From an optimization exercise on the open Yosys and OpenROAD flow, aimed at small area; shortcuts taken in it are not production practice. Only simulation tests tie the RTL to the original design; equivalence was not proved. Power and IR drop assume default switching activity.

==> module regfile_sb, before the edit <==
module regfile_sb #(
  parameter  int DATA_W   = 32,
  parameter  int NUM_REGS = 32,
  localparam int ADDR_W   = $clog2(NUM_REGS)
) (
  input  logic              clk,
  input  logic              reset,
  input  logic [ADDR_W-1:0] rd_addr_1,
  input  logic [ADDR_W-1:0] rd_addr_2,
  output logic [DATA_W-1:0] rd_data_1,
  output logic [DATA_W-1:0] rd_data_2,
  output logic              rd_busy_1,
  output logic              rd_busy_2,
  input  logic              wr_en,
  input  logic [ADDR_W-1:0] wr_addr,
  input  logic [DATA_W-1:0] wr_data,
  input  logic              rsv_en,
  input  logic [ADDR_W-1:0] rsv_addr,
  output logic              rsv_ok,
  output logic [ADDR_W:0]   busy_count
);
  logic [DATA_W-1:0]   r_regs [NUM_REGS];
  logic [NUM_REGS-1:0] r_busy;
  logic [ADDR_W:0]     r_busy_count;
  logic                w_wr_nz;
  logic                w_busy_eff;
  logic                w_set;
  logic                w_rel;
  logic [NUM_REGS-1:0] w_busy_nxt;
  assign w_wr_nz    = wr_en && (wr_addr != '0);
  assign w_busy_eff = r_busy[rsv_addr] && !(w_wr_nz && (wr_addr == rsv_addr));
  assign rsv_ok     = rsv_en && ((rsv_addr == '0) ? reset : !w_busy_eff);
  assign w_set      = rsv_ok && (rsv_addr != '0);
  assign w_rel      = w_wr_nz && r_busy[wr_addr];
  always_comb begin
    w_busy_nxt = r_busy;
    if (w_wr_nz) w_busy_nxt[wr_addr] = 1'b0;
    if (w_set)   w_busy_nxt[rsv_addr] = 1'b1;
  end
  always_ff @(posedge clk or negedge reset) begin
    if (!reset) begin
      for (int i = 0; i < NUM_REGS; i++) r_regs[i] <= '0;
      r_busy       <= '0;
      r_busy_count <= '0;
    end else begin
      if (w_wr_nz) r_regs[wr_addr] <= wr_data;
      r_busy       <= w_busy_nxt;
      r_busy_count <= r_busy_count + {{ADDR_W{1'b0}}, w_set} - {{ADDR_W{1'b0}}, w_rel};
    end
  end
  assign busy_count = r_busy_count;
  assign rd_data_1 = (!reset || rd_addr_1 == '0) ? '0 : r_regs[rd_addr_1];
  assign rd_data_2 = (!reset || rd_addr_2 == '0) ? '0 : r_regs[rd_addr_2];
  assign rd_busy_1 = (!reset || rd_addr_1 == '0) ? 1'b0 : r_busy[rd_addr_1];
  assign rd_busy_2 = (!reset || rd_addr_2 == '0) ? 1'b0 : r_busy[rd_addr_2];
endmodule
clock: 8.0 ns
lec_check: 0
cap_margin: 20
core_margin: 2
core_utilization: 35
place_density: 0.55
slew_margin: 20
run.sh (not shown) runs the stock make flow with config.mk's settings and CLKGATE_MAP_FILE= SYNTH_SCRIPT=/design/flow/synth_recipe.tcl, a recipe that flattens the netlist after the stock synthesis.
Change:
==> flow/design.v (replaced) <==
module regfile_sb #(
  parameter  int DATA_W   = 32,
  parameter  int NUM_REGS = 32,
  localparam int ADDR_W   = $clog2(NUM_REGS)
) (
  input  logic              clk,
  input  logic              reset,
  input  logic [ADDR_W-1:0] rd_addr_1,
  input  logic [ADDR_W-1:0] rd_addr_2,
  output logic [DATA_W-1:0] rd_data_1,
  output logic [DATA_W-1:0] rd_data_2,
  output logic              rd_busy_1,
  output logic              rd_busy_2,
  input  logic              wr_en,
  input  logic [ADDR_W-1:0] wr_addr,
  input  logic [DATA_W-1:0] wr_data,
  input  logic              rsv_en,
  input  logic [ADDR_W-1:0] rsv_addr,
  output logic              rsv_ok,
  output logic [ADDR_W:0]   busy_count
);
  logic [DATA_W-1:0]   r_regs [NUM_REGS];
  logic [NUM_REGS-1:0] r_valid;
  logic [NUM_REGS-1:0] r_busy;
  logic [ADDR_W:0]     r_busy_count;
  logic [NUM_REGS-1:0] w_we;       
  logic [NUM_REGS-1:0] w_rsv;      
  logic [NUM_REGS-1:0] w_sel_1;    
  logic [NUM_REGS-1:0] w_sel_2;
  logic                w_busy_eff;
  logic                w_set;
  logic                w_rel;
  always_comb begin
    for (int i = 0; i < NUM_REGS; i++) begin
      w_we[i]    = (i != 0) && wr_en && (wr_addr == ADDR_W'(i));
      w_rsv[i]   = (i != 0) && (rsv_addr == ADDR_W'(i));
      w_sel_1[i] = (rd_addr_1 == ADDR_W'(i));
      w_sel_2[i] = (rd_addr_2 == ADDR_W'(i));
    end
  end
  assign w_busy_eff = |(w_rsv & r_busy & ~w_we);
  assign rsv_ok     = rsv_en && ((rsv_addr == '0) ? reset : !w_busy_eff);
  assign w_set      = rsv_en && !w_busy_eff && (rsv_addr != '0);
  assign w_rel      = |(w_we & r_busy);
  always_ff @(posedge clk) begin
    for (int i = 1; i < NUM_REGS; i++)
      if (w_we[i]) r_regs[i] <= wr_data;
  end
  always_ff @(posedge clk or negedge reset) begin
    if (!reset) begin
      r_valid      <= '0;
      r_busy       <= '0;
      r_busy_count <= '0;
    end else begin
      r_valid      <= (r_valid | w_we) & {{(NUM_REGS-1){1'b1}}, 1'b0};
      r_busy       <= ((r_busy & ~w_we) | (w_rsv & {NUM_REGS{w_set}})) & {{(NUM_REGS-1){1'b1}}, 1'b0};
      r_busy_count <= r_busy_count + {{ADDR_W{1'b0}}, w_set} - {{ADDR_W{1'b0}}, w_rel};
    end
  end
  assign busy_count = r_busy_count;
  always_comb begin
    rd_data_1 = '0;
    rd_data_2 = '0;
    rd_busy_1 = 1'b0;
    rd_busy_2 = 1'b0;
    for (int i = 1; i < NUM_REGS; i++) begin
      rd_data_1 = rd_data_1 | ({DATA_W{w_sel_1[i] && r_valid[i]}} & r_regs[i]);
      rd_data_2 = rd_data_2 | ({DATA_W{w_sel_2[i] && r_valid[i]}} & r_regs[i]);
      rd_busy_1 = rd_busy_1 | (w_sel_1[i] && r_busy[i]);
      rd_busy_2 = rd_busy_2 | (w_sel_2[i] && r_busy[i]);
    end
  end
endmodule
What happened: Cell area falls by roughly a tenth. Via count is lower by about a fifth. Final cell count came out lower by a quarter to a third. Core utilization is higher by 0.43 points. Clock-buffer cell count drops by 25. Power shrinks by about a fifth. Global-route usage decreases by 2.0 points. Critical path depth came out lower by 1. Sequential power came out lower by roughly a tenth. Die area drops by about a fifth. Fmax is lower slightly. Register-to-register slack is worse by 0.68 ns. Clock power went down by a few percent. First-iteration DRC count grows slightly.

[separate check: timing with driven ports]
The results above use ideal ports. As a check the final layouts listed here were re-extracted and re-timed, cells and wires unchanged. Step 1 assumes that a clkbuf_16 drives the clock port and a buf_2 every other input. Step 2 moves the port delays by t, midway between the first and last clock arrival at a register: inputs arrive t later, outputs are due t later. That takes back most of the time a late clock gives input paths. a / b / c = ideal ports / drivers / drivers and shift; a / b = the first two.
| run | t, ns | setup WS [ns] | worst setup path after step 2 | slew at the worst register clock pin (ns) |
|---|---|---|---|---|
| the first run | 0.861 | 0.635 / 0.603 / 0.603 | input to output | 0.07 / 0.07 |
| the second run | 0.796 | 0.543 / 0.503 / 0.503 | input to output | 0.07 / 0.07 |
After both steps setup and hold are still met in every run listed. The setup slack of the second run, which loses most, moves by -0.040 ns with the drivers and by -0.040 ns with both steps.
